Context: an optimization exercise on an open-source flow, tuned for small area, a short achievable clock period and few clock cycles per item. The choices shown serve that exercise and are no tape-out recipe.
In this exercise RTL edits were held to simulation tests only and were not proved equivalent to the original.
The clock input has no modelled driver; a real chip could not lean on it and would need a root buffer or a full tree.
Power is estimated from default activity; no workload was simulated.

Setup of v29:
## first_substring_match_top
module first_substring_match_top
(
  input  wire logic              clk,
  input  wire logic              rst,
  input  wire logic              in_valid,
  output logic                   in_ready,
  input  wire logic [7:0]        hay_byte,
  input  wire logic              last_byte,
  output logic                   out_valid,
  input  wire logic              out_ready,
  output logic                   found,
  output logic [31:0]            offset,
  input  wire logic              psel,
  input  wire logic              penable,
  input  wire logic              pwrite,
  input  wire logic [4:0]        paddr,
  input  wire logic [63:0]       pwdata,
  output logic [63:0]            prdata,
  output logic                   pready
);
For scale: ~920 cells after synthesis, ~190 I/O pins.
==> flow/config.mk <==
export PLATFORM = sky130hd
export DESIGN_NAME = first_substring_match_top
export DESIGN_NICKNAME = first_substring_match_top
export VERILOG_FILES = /design/flow/design.v
export SDC_FILE = /design/flow/constraint.sdc
export NUM_CORES = 4
export LEC_CHECK = 0
export ABC_CLOCK_PERIOD_IN_PS = 2000
export CAP_MARGIN = 20
export CORE_MARGIN = 2
export CORE_UTILIZATION = 60
export CTS_CLUSTER_DIAMETER = 100
export CTS_CLUSTER_SIZE = 30
export SETUP_SLACK_MARGIN = 4.6
export SLEW_MARGIN = 20
export BUFFER_PORTS_ARGS = -buffer_cell sky130_fd_sc_hd__buf_2
export POST_CTS_TCL = /design/flow/flow/flatten_cts.tcl
==> flow/constraint.sdc <==
create_clock -name core_clock -period 7.0 [get_ports {clk}]
set_input_delay 1.4000 -clock core_clock [delete_from_list [all_inputs] [get_ports {clk}]]
set_output_delay 1.4000 -clock core_clock [all_outputs]
set_load 0.01 [all_outputs]
standard.sh (not shown) runs the stock make flow with config.mk's settings and CLKGATE_MAP_FILE= SYNTH_SCRIPT=/design/flow/synth_recipe.tcl, a recipe that flattens the netlist after the stock synthesis.
==> flow/flow/run.sh <==
#!/bin/bash
# Standard layout with two changes: the port buffers are buf_2 instead of
# the cell buffer_ports picks by default, and after CTS the clock tree's
# middle level is removed (flatten_cts.tcl) so that the leaf buffers hang
# straight off the root buffer.
echo 'export BUFFER_PORTS_ARGS = -buffer_cell sky130_fd_sc_hd__buf_2' >> config.mk
echo "export POST_CTS_TCL = $PWD/flow/flatten_cts.tcl" >> config.mk
bash standard.sh > standard.log 2>&1
==> flow/flow/flatten_cts.tcl <==
# POST_CTS hook: drop the clock tree's middle level, so the root buffer
# drives the leaf (sink cluster) buffers directly. The tree stays balanced:
# every register is still two buffers from the clock port.
set block [ord::get_db_block]
set removed 0
foreach inst [$block getInsts] {
  if {![string match "clkbuf_1_*" [$inst getName]]} { continue }
  set in_net [[$inst findITerm A] getNet]
  set out_net [[$inst findITerm X] getNet]
  foreach it [$out_net getITerms] {
    if {[$it getInst] eq $inst} { continue }
    $it disconnect
    $it connect $in_net
  }
  odb::dbInst_destroy $inst
  odb::dbNet_destroy $out_net
  incr removed
}
puts "flatten_cts: removed $removed middle clock buffers"
estimate_parasitics -placement
report_clock_latency
Testbench counts of v29, summed over its fixed seeds: cycles 379,225, bytes 379,052.
Here is what was changed in the inputs of v44 compared with v29.
Settings: SETUP_SLACK_MARGIN: 4.6 -> 4.5.
Compared with v29, final design instance area without fill in v44 decreased slightly. Summary — detailed-placement wirelength estimate, v44 relative to v29: lower, by about 1.7%. Taking v29 as the reference, in v44 wire length the detailed router placed on met1 saw little to no change, wire length fell by about 2%, post-placement cell area did not really move, area share of buffers outside the clock network lost 1.1 points. From v29 to v44 the numbers moved as follows: clock input transition at the sequential cells of the worst setup and hold paths held; post-synthesis to final-layout area growth now smaller; area after synthesis essentially unchanged.
diff inputs: v44 => v1
Settings: SETUP_SLACK_MARGIN now 4.55, was 4.5.
==> notes.md <==
v1 vs v44, clock period minus final worst setup slack went down by 18 ps. Diff v1 and v44: combinational power share lower in v44. Diff v1 and v44: maximum number of pins on one net before global-route repair higher in v44. Relative to v44, the final standard cell area without fillers measured on v1 has increased slightly. v1 does better than v44 on maximum frequency. When v1 is set beside v44, its proportion of power drawn by flip-flops and latches turns out to be 0.5 points smaller. Final standard cell count with taps included and fillers excluded in v1 is about 0.9% above v44. Routed wire length in v1 is about 1.1% higher than in v44.


Another version of the RTL of first_substring_match_top (not shown whole).
Size: roughly 300 flip-flops, roughly 190 I/O pins, roughly 12000 um^2 of cells after synthesis.
==> flow/design.v (excerpt) <==
module first_substring_match_top
(
  input  wire logic              clk,
  input  wire logic              rst,
  input  wire logic              in_valid,
  output logic                   in_ready,
  input  wire logic [7:0]        hay_byte,
  input  wire logic              last_byte,
  output logic                   out_valid,
  input  wire logic              out_ready,
  output logic                   found,
  output logic [31:0]            offset,
  input  wire logic              psel,
  input  wire logic              penable,
  input  wire logic              pwrite,
  input  wire logic [4:0]        paddr,
  input  wire logic [63:0]       pwdata,
  output logic [63:0]            prdata,
  output logic                   pready
);
export LEC_CHECK = 0
export ABC_CLOCK_PERIOD_IN_PS = 1500
export CAP_MARGIN = 20
export CORE_MARGIN = 2
export CORE_UTILIZATION = 55
export CTS_CLUSTER_DIAMETER = 100
export CTS_CLUSTER_SIZE = 30
export SETUP_SLACK_MARGIN = 4.6
export SLEW_MARGIN = 20
export BUFFER_PORTS_ARGS = -buffer_cell sky130_fd_sc_hd__buf_2
export POST_CTS_TCL = /design/flow/flow/flatten_cts.tcl
create_clock -name core_clock -period 7.0 [get_ports {clk}]
==> flow/flow/run.sh <==
#!/bin/bash
# Standard layout with these changes: the port buffers are buf_2 instead of
# the cell buffer_ports picks by default; after CTS (flatten_cts.tcl) the
# clock tree's middle level is removed and its root split in three, so that
# every register is two buffers from the clock port, and the port buffers
# on paths with plenty of slack become buf_1.
echo 'export BUFFER_PORTS_ARGS = -buffer_cell sky130_fd_sc_hd__buf_2' >> config.mk
echo "export POST_CTS_TCL = $PWD/flow/flatten_cts.tcl" >> config.mk
bash standard.sh > standard.log 2>&1
==> flow/flow/flatten_cts.tcl <==
# POST_CTS hook: two changes to the clock tree CTS built, and smaller port
# buffers where timing allows:
# 1. Drop its middle level, so the root buffer drives the leaf (sink
#    cluster) buffers directly.
# 2. Split the root: the clock port drives three root buffers (the limit is
#    four), each driving the leaf buffers nearest to it.
# The tree stays balanced: every register is two buffers from the clock port.
# 3. Port buffers on paths with plenty of slack become buf_1.
# 4. CTS's dummy clock loads are removed.
set block [ord::get_db_block]
set removed 0
foreach inst [$block getInsts] {
  if {![string match "clkbuf_1_*" [$inst getName]]} { continue }
  set in_net [[$inst findITerm A] getNet]
  set out_net [[$inst findITerm X] getNet]
  foreach it [$out_net getITerms] {
    if {[$it getInst] eq $inst} { continue }
    $it disconnect
    $it connect $in_net
  }
  odb::dbInst_destroy $inst
  odb::dbNet_destroy $out_net
  incr removed
}
puts "flatten_cts: removed $removed middle clock buffers"

# CTS's dummy loads (clkload*, for balancing) drive nothing; drop them.
set dropped 0
foreach inst [$block getInsts] {
  if {![string match "clkload*" [$inst getName]]} { continue }
  foreach it [$inst getITerms] {
    if {[$it isInputSignal] || [$it isOutputSignal]} { $it disconnect }
  }
  odb::dbInst_destroy $inst
  incr dropped
}
puts "flatten_cts: dropped $dropped dummy clock loads"

# Split the root: the clock port drives NROOT root buffers, each driving the
# leaf buffers nearest to it (leaves grouped by their x/y position).
proc split_clock_root {nroot} {
  set block [ord::get_db_block]
  set root [$block findInst clkbuf_0_clk]
  set in_net [[$root findITerm A] getNet]
  set out_net [[$root findITerm X] getNet]
  set master [$root getMaster]
  set leaves {}
  foreach it [$out_net getITerms] {
    if {[$it getInst] eq $root} { continue }
    set inst [$it getInst]
    set box [$inst getBBox]
    lappend leaves [list $it [expr {([$box xMin] + [$box xMax]) / 2}] [expr {([$box yMin] + [$box yMax]) / 2}]]
  }
  # simple k-means on leaf positions
  set n [llength $leaves]
  set sorted [lsort -integer -index 1 $leaves]
  set cents {}
  for {set k 0} {$k < $nroot} {incr k} {
    set l [lindex $sorted [expr {int(($k + 0.5) * $n / $nroot)}]]
    lappend cents [list [lindex $l 1] [lindex $l 2]]
  }
  for {set iter 0} {$iter < 20} {incr iter} {
    set groups {}
    for {set k 0} {$k < $nroot} {incr k} { lappend groups {} }
    foreach l $leaves {
      set best 0; set bd 1e30
      for {set k 0} {$k < $nroot} {incr k} {
        set c [lindex $cents $k]
        set dd [expr {pow([lindex $l 1] - [lindex $c 0], 2) + pow([lindex $l 2] - [lindex $c 1], 2)}]
        if {$dd < $bd} { set bd $dd; set best $k }
      }
      lset groups $best [concat [lindex $groups $best] [list $l]]
    }
    set cents {}
    foreach g $groups {
      if {[llength $g] == 0} { lappend cents {0 0}; continue }
      set sx 0; set sy 0
      foreach l $g { set sx [expr {$sx + [lindex $l 1]}]; set sy [expr {$sy + [lindex $l 2]}] }
      lappend cents [list [expr {$sx / [llength $g]}] [expr {$sy / [llength $g]}]]
    }
  }
  for {set k 0} {$k < $nroot} {incr k} {
    set g [lindex $groups $k]
    if {[llength $g] == 0} { continue }
    if {$k == 0} {
      set buf $root
      set net $out_net
    } else {
      set buf [odb::dbInst_create $block $master "clkbuf_0_clk_r$k"]
      set net [odb::dbNet_create $block "clknet_0_clk_r$k"]
      $net setSigType CLOCK
      [$buf findITerm A] connect $in_net
      [$buf findITerm X] connect $net
      foreach l $g {
        set it [lindex $l 0]
        $it disconnect
        $it connect $net
      }
    }
    set c [lindex $cents $k]
    $buf setLocation [expr {int([lindex $c 0])}] [expr {int([lindex $c 1])}]
    $buf setPlacementStatus PLACED
  }
  puts "split_clock_root: [llength $leaves] leaves under $nroot roots"
}

split_clock_root 3

# Port buffers that are far from critical become buf_1: every input's but
# paddr's and out_ready's, and the outputs prdata, found, out_valid and
# in_ready (offset keeps buf_2).
set buf1 [[ord::get_db] findMaster sky130_fd_sc_hd__buf_1]
set small_in {hay_byte* in_valid last_byte psel penable pwrite pwdata* rst}
set small_out {prdata* found out_valid in_ready}
set swapped 0
foreach inst [$block getInsts] {
  if {[[$inst getMaster] getName] ne "sky130_fd_sc_hd__buf_2"} { continue }
  set hit 0
  set net [[$inst findITerm A] getNet]
  if {$net ne "NULL"} {
    foreach bt [$net getBTerms] {
      foreach pat $small_in { if {[string match $pat [$bt getName]]} { set hit 1 } }
    }
  }
  set net [[$inst findITerm X] getNet]
  if {$net ne "NULL"} {
    foreach bt [$net getBTerms] {
      foreach pat $small_out { if {[string match $pat [$bt getName]]} { set hit 1 } }
    }
  }
  if {$hit} {
    $inst swapMaster $buf1
    incr swapped
  }
}
puts "port buffers made buf_1: $swapped"
global_connect
detailed_placement
check_placement -verbose
estimate_parasitics -placement
report_clock_latency
The starting point produced a clean layout.
Testbench counts at the start, summed over its fixed seeds: cycles 379,225, bytes 379,052.
Rerun with:
==> flow/flow/run.sh (replaced) <==
#!/bin/bash
# Standard layout with two changes: the port buffers are buf_2 instead of
# the cell buffer_ports picks by default, and after CTS the clock tree's
# middle level is removed and its root split in three (flatten_cts.tcl), so
# that every register is two buffers from the clock port.
echo 'export BUFFER_PORTS_ARGS = -buffer_cell sky130_fd_sc_hd__buf_2' >> config.mk
echo "export POST_CTS_TCL = $PWD/flow/flatten_cts.tcl" >> config.mk
bash standard.sh > standard.log 2>&1
--- a/flow/flow/flatten_cts.tcl
+++ b/flow/flow/flatten_cts.tcl
@@ -1,3 +1,2 @@
-# POST_CTS hook: two changes to the clock tree CTS built, and smaller port
-# buffers where timing allows:
+# POST_CTS hook, two changes to the clock tree CTS built:
 # 1. Drop its middle level, so the root buffer drives the leaf (sink
@@ -7,4 +6,3 @@
 # The tree stays balanced: every register is two buffers from the clock port.
-# 3. Port buffers on paths with plenty of slack become buf_1.
-# 4. CTS's dummy clock loads are removed.
+# 3. The port buffers of pwdata, which has plenty of slack, become buf_1.
 set block [ord::get_db_block]
@@ -25,14 +23,2 @@
 puts "flatten_cts: removed $removed middle clock buffers"
-
-# CTS's dummy loads (clkload*, for balancing) drive nothing; drop them.
-set dropped 0
-foreach inst [$block getInsts] {
-  if {![string match "clkload*" [$inst getName]]} { continue }
-  foreach it [$inst getITerms] {
-    if {[$it isInputSignal] || [$it isOutputSignal]} { $it disconnect }
-  }
-  odb::dbInst_destroy $inst
-  incr dropped
-}
-puts "flatten_cts: dropped $dropped dummy clock loads"
 
@@ -108,8 +94,3 @@
 
-# Port buffers that are far from critical become buf_1: every input's but
-# paddr's and out_ready's, and the outputs prdata, found, out_valid and
-# in_ready (offset keeps buf_2).
 set buf1 [[ord::get_db] findMaster sky130_fd_sc_hd__buf_1]
-set small_in {hay_byte* in_valid last_byte psel penable pwrite pwdata* rst}
-set small_out {prdata* found out_valid in_ready}
 set swapped 0
@@ -117,21 +98,12 @@
   if {[[$inst getMaster] getName] ne "sky130_fd_sc_hd__buf_2"} { continue }
-  set hit 0
   set net [[$inst findITerm A] getNet]
-  if {$net ne "NULL"} {
-    foreach bt [$net getBTerms] {
-      foreach pat $small_in { if {[string match $pat [$bt getName]]} { set hit 1 } }
+  if {$net eq "NULL"} { continue }
+  foreach bt [$net getBTerms] {
+    if {[string match "pwdata*" [$bt getName]]} {
+      $inst swapMaster $buf1
+      incr swapped
     }
   }
-  set net [[$inst findITerm X] getNet]
-  if {$net ne "NULL"} {
-    foreach bt [$net getBTerms] {
-      foreach pat $small_out { if {[string match $pat [$bt getName]]} { set hit 1 } }
-    }
-  }
-  if {$hit} {
-    $inst swapMaster $buf1
-    incr swapped
-  }
 }
-puts "port buffers made buf_1: $swapped"
+puts "port buffers of pwdata made buf_1: $swapped"
 global_connect
- CORE_UTILIZATION: 55 -> 60
What happened:
- routed wire length is lower by 2.7%
- final area is higher by 0.79%
- area after synthesis is unchanged
- worst setup slack loses 11 ps
- global-route usage is higher by 1.5 points
- combinational power is higher by about 2%
- maximum frequency is lower by 0.45%
- power is higher by 0.90%
- clock power is higher by 2.8%
- synthesized cell count does not change
Rerun with:
==> flow/flow/run.sh (replaced) <==
#!/bin/bash
# Standard layout with these changes: the port buffers are buf_2 instead of
# the cell buffer_ports picks by default; after CTS (flatten_cts.tcl) the
# clock tree's middle level is removed and its root split in three, so that
# every register is two buffers from the clock port, and the port buffers
# on paths with plenty of slack become buf_1.
echo 'export BUFFER_PORTS_ARGS = -buffer_cell sky130_fd_sc_hd__buf_2' >> config.mk
echo "export POST_CTS_TCL = $PWD/flow/flatten_cts.tcl" >> config.mk
bash standard.sh > standard.log 2>&1
--- a/flow/flow/flatten_cts.tcl
+++ b/flow/flow/flatten_cts.tcl
@@ -1,2 +1,3 @@
-# POST_CTS hook, two changes to the clock tree CTS built:
+# POST_CTS hook: two changes to the clock tree CTS built, and smaller port
+# buffers where timing allows:
 # 1. Drop its middle level, so the root buffer drives the leaf (sink
@@ -6,3 +7,3 @@
 # The tree stays balanced: every register is two buffers from the clock port.
-# 3. The port buffers of pwdata, which has plenty of slack, become buf_1.
+# 3. Port buffers on paths with plenty of slack become buf_1.
 set block [ord::get_db_block]
@@ -94,3 +95,8 @@
 
+# Port buffers that are far from critical become buf_1: every input's but
+# paddr's and out_ready's, and the outputs prdata, found, out_valid and
+# in_ready (offset keeps buf_2).
 set buf1 [[ord::get_db] findMaster sky130_fd_sc_hd__buf_1]
+set small_in {hay_byte* in_valid last_byte psel penable pwrite pwdata* rst}
+set small_out {prdata* found out_valid in_ready}
 set swapped 0
@@ -98,12 +104,21 @@
   if {[[$inst getMaster] getName] ne "sky130_fd_sc_hd__buf_2"} { continue }
+  set hit 0
   set net [[$inst findITerm A] getNet]
-  if {$net eq "NULL"} { continue }
-  foreach bt [$net getBTerms] {
-    if {[string match "pwdata*" [$bt getName]]} {
-      $inst swapMaster $buf1
-      incr swapped
+  if {$net ne "NULL"} {
+    foreach bt [$net getBTerms] {
+      foreach pat $small_in { if {[string match $pat [$bt getName]]} { set hit 1 } }
     }
   }
+  set net [[$inst findITerm X] getNet]
+  if {$net ne "NULL"} {
+    foreach bt [$net getBTerms] {
+      foreach pat $small_out { if {[string match $pat [$bt getName]]} { set hit 1 } }
+    }
+  }
+  if {$hit} {
+    $inst swapMaster $buf1
+    incr swapped
+  }
 }
-puts "port buffers of pwdata made buf_1: $swapped"
+puts "port buffers made buf_1: $swapped"
 global_connect
- CORE_UTILIZATION: 60 -> 50
The changed run completed without violations.
Setup slack is better by 13 ps.
Maximum frequency rises by 0.54%.
Wire length grows by 4.5%.
Die area climbs by 19%.
Global-route usage fell by 3.5 points.
Power stays flat.
Utilization came out lower by 12 points.
Register-to-register slack gets worse by 60 ps.
Final cell count goes up by 3.6%.
Area after synthesis stays the same.

[re-timing with driven ports]
In the flow no input, the clock included, has a driving cell. The finished layouts below were timed again as built, in two steps. Step 1: set_driving_cell puts a clkbuf_16 on clk and a buf_2 on each other input, an assumption about the parent block. Step 2 times the ports against the registers' clock, not the clock port: input delays grow and output delays shrink by t, the midpoint of the rising clock arrivals with the driver on. Three values: no drivers, after step 1, after step 2; two values: the first two.
| run | t (ns) | setup slack, ns | latest minus earliest clock arrival (ns) | worst slew at a driven data input, ns | cell pins on the clock port's net |
|---|---|---|---|---|---|
| v29 | 0.457 | 4.575 / 4.530 / 4.216 | 0.020 / 0.020 | 0.05 | 1 |
| v44 | 0.470 | 4.551 / 4.520 / 4.101 | 0.015 / 0.015 | 0.04 | 1 |
| v1 | 0.465 | 4.569 / 4.524 / 4.163 | 0.014 / 0.015 | 0.06 | 1 |
| the first run of note 2 | 0.400 | 4.660 / 4.579 / 4.312 | 0.025 / 0.026 | 0.06 | 3 |
| the second run of note 2 | 0.403 | 4.649 / 4.569 / 4.274 | 0.025 / 0.025 | 0.06 | 3 |
| the third run of note 2 | 0.403 | 4.662 / 4.583 / 4.297 | 0.039 / 0.039 | 0.06 | 3 |
After both steps setup and hold are still met in every run listed. The setup slack of v44, which loses most, moves by -0.031 ns with the drivers and by -0.450 ns with both steps.
